This is an optimization exercise on Yosys and OpenROAD, whose aim is small area, a short achievable clock period and few clock cycles per item, not a production implementation.
Only simulation tests tie the RTL to the original design; equivalence was not proved.
Power and IR drop assume default switching activity.

Design conv_requant_packer, start of the top module:
module conv_requant_packer #(
  parameter int DATA_WIDTH = 8,
  parameter int ACC_WIDTH  = 32,
  parameter int BUS_WIDTH  = 128,
  parameter int ADDR_WIDTH = 18
) (
  input  logic                  clk,
  input  logic                  rst,
  input  logic                  start,
  input  logic [ADDR_WIDTH-1:0] cfg_base_addr,
  input  logic [15:0]           cfg_scale,
  input  logic [4:0]            cfg_shift,
  input  logic [1:0]            cfg_act_mode,
  input  logic [DATA_WIDTH-1:0] cfg_clip_max,
  output logic                  busy,
  output logic                  done,
  input  logic                  in_valid,
  output logic                  in_ready,
  input  logic [ACC_WIDTH-1:0]  in_acc,
  input  logic [ACC_WIDTH-1:0]  in_bias,
  input  logic                  in_last,
  output logic                  out_valid,
  input  logic                  out_ready,
  output logic [ADDR_WIDTH-1:0] out_addr,
  output logic [BUS_WIDTH-1:0]  out_data,
  output logic                  out_last,
  output logic [15:0]           sat_count
);
  localparam int LANES  = BUS_WIDTH / DATA_WIDTH;
  localparam int IDX_W  = $clog2(LANES);
  localparam int PROD_W = ACC_WIDTH + 16;
  logic busy_q, run_q;
  logic [7:0]                   cfg_one_q, cfg_two_q, cfg_neg_q;   
  logic                         cfg_top_q;                         
  logic [4:0]                   cfg_shift_q;
  logic [1:0]                   cfg_mode_q;
  logic signed [DATA_WIDTH-1:0] cfg_clip_q;
  logic [ADDR_WIDTH-1:0]        addr_q;
  logic                  s1_valid_q, s1_last_q;
  logic [ACC_WIDTH-1:0]  s1_b_q;
  logic                  s2_valid_q, s2_last_q;
  logic [PROD_W-1:0]     s2_a_q, s2_c_q;
  logic                  s3_valid_q, s3_last_q, s3_hi_q, s3_neg_q;
  logic [9:0]            s3_t_q;
  logic [BUS_WIDTH-1:0]  word_q;
  logic [IDX_W-1:0]      idx_q;
  logic                  out_valid_q, out_last_q;
  logic stall, adv, accept, out_hs, start_ok, fin, wr, word_done;
  assign out_hs    = out_valid_q & out_ready;
  assign stall     = out_valid_q & ~out_ready;
  assign adv       = ~stall;
  assign in_ready  = run_q & adv;
  assign accept    = in_valid & in_ready;
  ...
make LEC_CHECK=0 ABC_AREA=1 CAP_MARGIN=0 CORE_MARGIN=2 CORE_UTILIZATION=40 CTS_BUF_LIST='sky130_fd_sc_hd__clkbuf_4 sky130_fd_sc_hd__clkbuf_8' SETUP_SLACK_MARGIN=3.8 SLEW_MARGIN=0 SYNTH_HIERARCHICAL=1 SYNTH_MINIMUM_KEEP_SIZE=0 finish   # period 7.5 ns
run.sh (not shown) runs the stock make flow with config.mk's settings and CLKGATE_MAP_FILE= SYNTH_SCRIPT=/design/flow/synth_recipe.tcl, a recipe that flattens the netlist after the stock synthesis.
Testbench counts at the start, summed over its fixed seeds: cycles 9,487, items 9,247.
Rerun with:
==> flow/flow/run.sh (new file) <==
#!/bin/bash
set -euo pipefail
export BUFFER_PORTS_ARGS="-buffer_cell sky130_fd_sc_hd__buf_1"
bash standard.sh "BUFFER_PORTS_ARGS=$BUFFER_PORTS_ARGS" finish > flow_make.log 2>&1
==> flow/standard.sh (new file) <==
#!/bin/bash
# synth_recipe.tcl (not shown) runs the flow's synth.tcl, then flattens the netlist and writes it again
# the make line also repeats each setting of config.mk as NAME=value (left out here)
make -C /OpenROAD-flow-scripts/flow DESIGN_CONFIG=/design/flow/config.mk WORK_HOME=/design/flow/orfs CLKGATE_MAP_FILE= SYNTH_SCRIPT=/design/flow/synth_recipe.tcl "${@:-finish}"
- CAP_MARGIN: 0 -> 20
- CTS_BUF_LIST: sky130_fd_sc_hd__clkbuf_4 sky130_fd_sc_hd__clkbuf_8 -> default
- SLEW_MARGIN: 0 -> 20
removed: flow/run.sh
Effect:
- The new run produced a clean layout
- fmax climbs by 0.53%
- cell area shrinks by 6.2%
- setup slack improved by 19 ps
- routed wire length fell by 8.1%
Rerun with:
- PLACE_DENSITY: default -> 0.9
Result: Sequential share of layout area goes up by 0.13 points; synthesized cell count is unchanged; die area stays the same; utilization goes down by 0.19 points; global-route usage goes down by 0.56 points; non-clock buffer count goes up by 1; area after synthesis does not change; combinational power goes up by about 10%; sequential power goes up by about 1%.
Rerun with:
- PLACE_DENSITY: 0.9 -> 0.75
=> Synthesized area does not change. Setup slack is better by 98 ps. Cell area came out lower by 0.52%. Worst hold slack improved by 11 ps. Via count drops by about 4.6%. Utilization is lower by 0.24 points. Clock power went up by about 8%. Die area is unchanged. Final cell count stays flat. Count of clock-buffer cells in the layout rises by 3. Power decreases by about 3%.
Rerun with:
- GPL_ROUTABILITY_DRIVEN: default -> 0
- PLACE_DENSITY: 0.75 -> default
Result: The changed run finished with timing, DRC and antenna clean. Design area went up by 0.86%. Clock skew went up by 15 ps. Non-clock buffer count went down by 3. Routed wire length went up by 3.2%. Fmax went up by 0.93%. Via count went down by 2.6%. Hold slack got worse by 7.1 ps. Sequential power stays flat. Clock power went up by about 9%. Global-route usage went up by 0.87 points.
Rerun with:
==> flow/run.sh (new file) <==
#!/bin/bash
# synth_recipe.tcl (not shown) runs the flow's synth.tcl, then flattens the netlist and writes it again
# the make line also repeats each setting of config.mk as NAME=value (left out here)
make -C /OpenROAD-flow-scripts/flow DESIGN_CONFIG=/design/flow/config.mk WORK_HOME=/design/flow/orfs CLKGATE_MAP_FILE= SYNTH_SCRIPT=/design/flow/synth_recipe.tcl finish
- GPL_ROUTABILITY_DRIVEN: 0 -> default
removed: flow/flow/run.sh
removed: flow/standard.sh
=> Synthesized cell count stays the same; worst setup slack got worse by 37 ps; global-route usage came out higher by 1.6 points; design area came out higher by 6.2%.


== the previous run ==
Another version of the RTL of conv_requant_packer (not shown whole).
Size: ~0.027 mm² of cells after synthesis.
export LEC_CHECK = 0
export ABC_AREA = 1
export CAP_MARGIN = 20
export CORE_MARGIN = 2
export CORE_UTILIZATION = 40
export GPL_ROUTABILITY_DRIVEN = 0
export SETUP_SLACK_MARGIN = 4.0
export SLEW_MARGIN = 20
export SYNTH_HIERARCHICAL = 1
export SYNTH_MINIMUM_KEEP_SIZE = 0
create_clock -name core_clock -period 7.5 [get_ports {clk}]
standard.sh (not shown) runs the stock make flow with config.mk's settings and CLKGATE_MAP_FILE= SYNTH_SCRIPT=/design/flow/synth_recipe.tcl, a recipe that flattens the netlist after the stock synthesis.
==> flow/flow/run.sh <==
#!/bin/bash
set -euo pipefail
export BUFFER_PORTS_ARGS="-buffer_cell sky130_fd_sc_hd__buf_1"
bash standard.sh "BUFFER_PORTS_ARGS=$BUFFER_PORTS_ARGS" finish > flow_make.log 2>&1
The flow did not stop early for the previous run: all stages ran, and the layout cleared the timing, DRC and antenna checks.
Testbench counts of the previous run, summed over its fixed seeds: cycles 9,487, items 9,247.
Edits applied to the flow inputs when going from the previous run to the current run:
Settings: swapping 4.0 for 3.9 in SETUP_SLACK_MARGIN.
Findings:
Multi-input gate share of the layout cell area (higher): the current run. Taking the previous run as the reference point, the global-route usage of the current run falls by 0.83 points. Relative to the previous run, met1 demand-to-capacity share in global routing decreased by 0.82 points in the current run. Via count delta for the current run relative to the previous run: 245 lower. The current run vs. the previous run: per-cell routed wire length went down by 0.58 µm. Compared with the previous run, the current run shows pre-CTS setup slack lower by 30 ps. Delta (the current run minus the previous run): mean instance size in the synthesized netlist roughly the same, synthesis-to-layout area growth went down 2.0 points, post-layout utilization of the core dropped 0.83 points. The previous run -> the current run: final count of pins violating max slew flat.


conv_requant_packer with an RTL version that a note above also has.
Size: ~3000 cells after synthesis, roughly 350 flip-flops, roughly 29000 um^2 of cells after synthesis.
Settings: LEC_CHECK=0, ABC_AREA=1, CAP_MARGIN=20, CORE_MARGIN=2, CORE_UTILIZATION=40, SETUP_SLACK_MARGIN=3.95, SLEW_MARGIN=20, SYNTH_HIERARCHICAL=1, SYNTH_MINIMUM_KEEP_SIZE=0; clock period 7.5 ns.
Scripts as last shown in full above: flow/flow/run.sh
The first run went through all stages and came out clean.
Testbench counts at the start, summed over its fixed seeds: cycles 9,487, items 9,247.
==> next run, changes <==
--- a/flow/config.mk
+++ b/flow/config.mk
@@ -11,3 +11,5 @@
 export CORE_UTILIZATION = 40
-export SETUP_SLACK_MARGIN = 3.95
+export GPL_ROUTABILITY_DRIVEN = 0
+export PLACE_DENSITY = 0.75
+export SETUP_SLACK_MARGIN = 3.8
 export SLEW_MARGIN = 20
Outcome:
- The changed run produced a clean layout
- total power went down by 0.80%
- design area fell by 3.9%
- non-clock buffer count went down by 73
- clock skew is lower by 0.0048 ns
==> next run, changes <==
--- a/flow/config.mk
+++ b/flow/config.mk
@@ -11,5 +11,3 @@
 export CORE_UTILIZATION = 40
-export GPL_ROUTABILITY_DRIVEN = 0
-export PLACE_DENSITY = 0.75
-export SETUP_SLACK_MARGIN = 3.8
+export SETUP_SLACK_MARGIN = 3.6
 export SLEW_MARGIN = 20
- cell area fell by 1.7%
- setup slack is worse by 0.19 ns
- power fell by about 5.6%
- register-to-register slack is worse by 0.19 ns
- via count fell by 3.9%
- sequential cell count does not change
- die area is unchanged
- clock skew barely changes


Another version of the RTL of conv_requant_packer (not shown whole).
Size in the first run: roughly 2600 cells after synthesis, roughly 350 flip-flops, about 290 I/O pins, roughly 0.027 mm² of cells after synthesis.
Design conv_requant_packer, start of the top module:
module conv_requant_packer #(
  parameter int DATA_WIDTH = 8,
  parameter int ACC_WIDTH  = 32,
  parameter int BUS_WIDTH  = 128,
  parameter int ADDR_WIDTH = 18
) (
  input  logic                  clk,
  input  logic                  rst,
  input  logic                  start,
  input  logic [ADDR_WIDTH-1:0] cfg_base_addr,
  input  logic [15:0]           cfg_scale,
  input  logic [4:0]            cfg_shift,
  input  logic [1:0]            cfg_act_mode,
  input  logic [DATA_WIDTH-1:0] cfg_clip_max,
  output logic                  busy,
  output logic                  done,
  input  logic                  in_valid,
  output logic                  in_ready,
  input  logic [ACC_WIDTH-1:0]  in_acc,
  input  logic [ACC_WIDTH-1:0]  in_bias,
  input  logic                  in_last,
  output logic                  out_valid,
  input  logic                  out_ready,
  output logic [ADDR_WIDTH-1:0] out_addr,
  output logic [BUS_WIDTH-1:0]  out_data,
  output logic                  out_last,
  output logic [15:0]           sat_count
);
Settings: LEC_CHECK=0, ABC_AREA=1, CAP_MARGIN=20, CORE_MARGIN=2, CORE_UTILIZATION=40, GPL_ROUTABILITY_DRIVEN=0, PLACE_DENSITY=0.75, SETUP_SLACK_MARGIN=3.9, SLEW_MARGIN=20, SYNTH_HIERARCHICAL=1, SYNTH_MINIMUM_KEEP_SIZE=0; clock period 7.5 ns.
Scripts as last shown in full above: flow/flow/run.sh
Testbench counts at the start, summed over its fixed seeds: cycles 9,487, items 9,247.
Next try:
PLACE_DENSITY = unset   (was 0.75)
SETUP_SLACK_MARGIN = 3.8   (was 3.9)
Global-route usage goes up by 1.1 points.
Core utilization falls by 1.1 points.
Sequential share of layout area rises by 0.80 points.
Sequential power climbs by about 3%.
Worst setup slack degrades by 0.052 ns.
Power climbs by 1.5%.
Synthesized area is unchanged.
Worst hold slack degrades by 0.011 ns.
Clock-buffer cell count falls by 1.
Next try:
SETUP_SLACK_MARGIN = 4.0   (was 3.8)
=> Synthesized cell count is unchanged; via count rises by 1.6%; sequential power falls by about 5%; total power rises by 2.4%; worst hold slack hardly moves.

-- afterwards: timing with drivers on the ports --
Ports are ideal in the flow. The routed layouts listed here were re-timed in OpenROAD. Step 1: set_driving_cell puts a clkbuf_16 on clk and a buf_2 on each other input, an assumption about the parent block. Step 2 also shifts input and output timing later by t, the mid clock arrival at the registers, as if the neighbouring blocks saw the same clock. Three values: no drivers, after step 1, after step 2; two values: the first two.
run | t (ns) | setup WS [ns] | worst setup path after step 2 | slew at the worst register clock pin (ns) | cell pins on the clock port's net
the first run of note 1 | 0.724 | 3.818 / 3.807 / 3.204 | input to register | 0.07 / 0.07 | 1
the second run of note 1 | 0.632 | 3.838 / 3.838 / 3.490 | input to register | 0.06 / 0.06 | 1
the third run of note 1 | 0.617 | 3.724 / 3.724 / 3.460 | input to register | 0.07 / 0.07 | 1
the fourth run of note 1 | 0.631 | 3.822 / 3.822 / 3.471 | input to register | 0.06 / 0.06 | 1
the fifth run of note 1 | 0.637 | 3.856 / 3.829 / 3.486 | input to register | 0.07 / 0.07 | 1
the sixth run of note 1 | 0.631 | 3.820 / 3.807 / 3.355 | input to register | 0.07 / 0.07 | 1
the previous run | 0.645 | 3.925 / 3.925 / 3.592 | input to register | 0.06 / 0.06 | 1
the current run | 0.636 | 3.909 / 3.909 / 3.551 | input to register | 0.07 / 0.07 | 1
the first run of note 3 | 0.628 | 3.870 / 3.870 / 3.562 | input to register | 0.06 / 0.06 | 1
the second run of note 3 | 0.645 | 3.827 / 3.810 / 3.424 | input to register | 0.06 / 0.06 | 1
the third run of note 3 | 0.632 | 3.636 / 3.636 / 3.398 | input to register | 0.06 / 0.06 | 1
the first run of note 4 | 0.627 | 3.880 / 3.880 / 3.610 | input to register | 0.07 / 0.07 | 1
the second run of note 4 | 0.627 | 3.828 / 3.828 / 3.498 | input to register | 0.07 / 0.07 | 1
the third run of note 4 | 0.632 | 3.954 / 3.954 / 3.608 | input to register | 0.07 / 0.07 | 1
After both steps setup and hold are still met in every run listed. For the first run of note 1, which loses most, drivers alone change the setup slack by -0.011 ns; drivers and shift together by -0.614 ns.
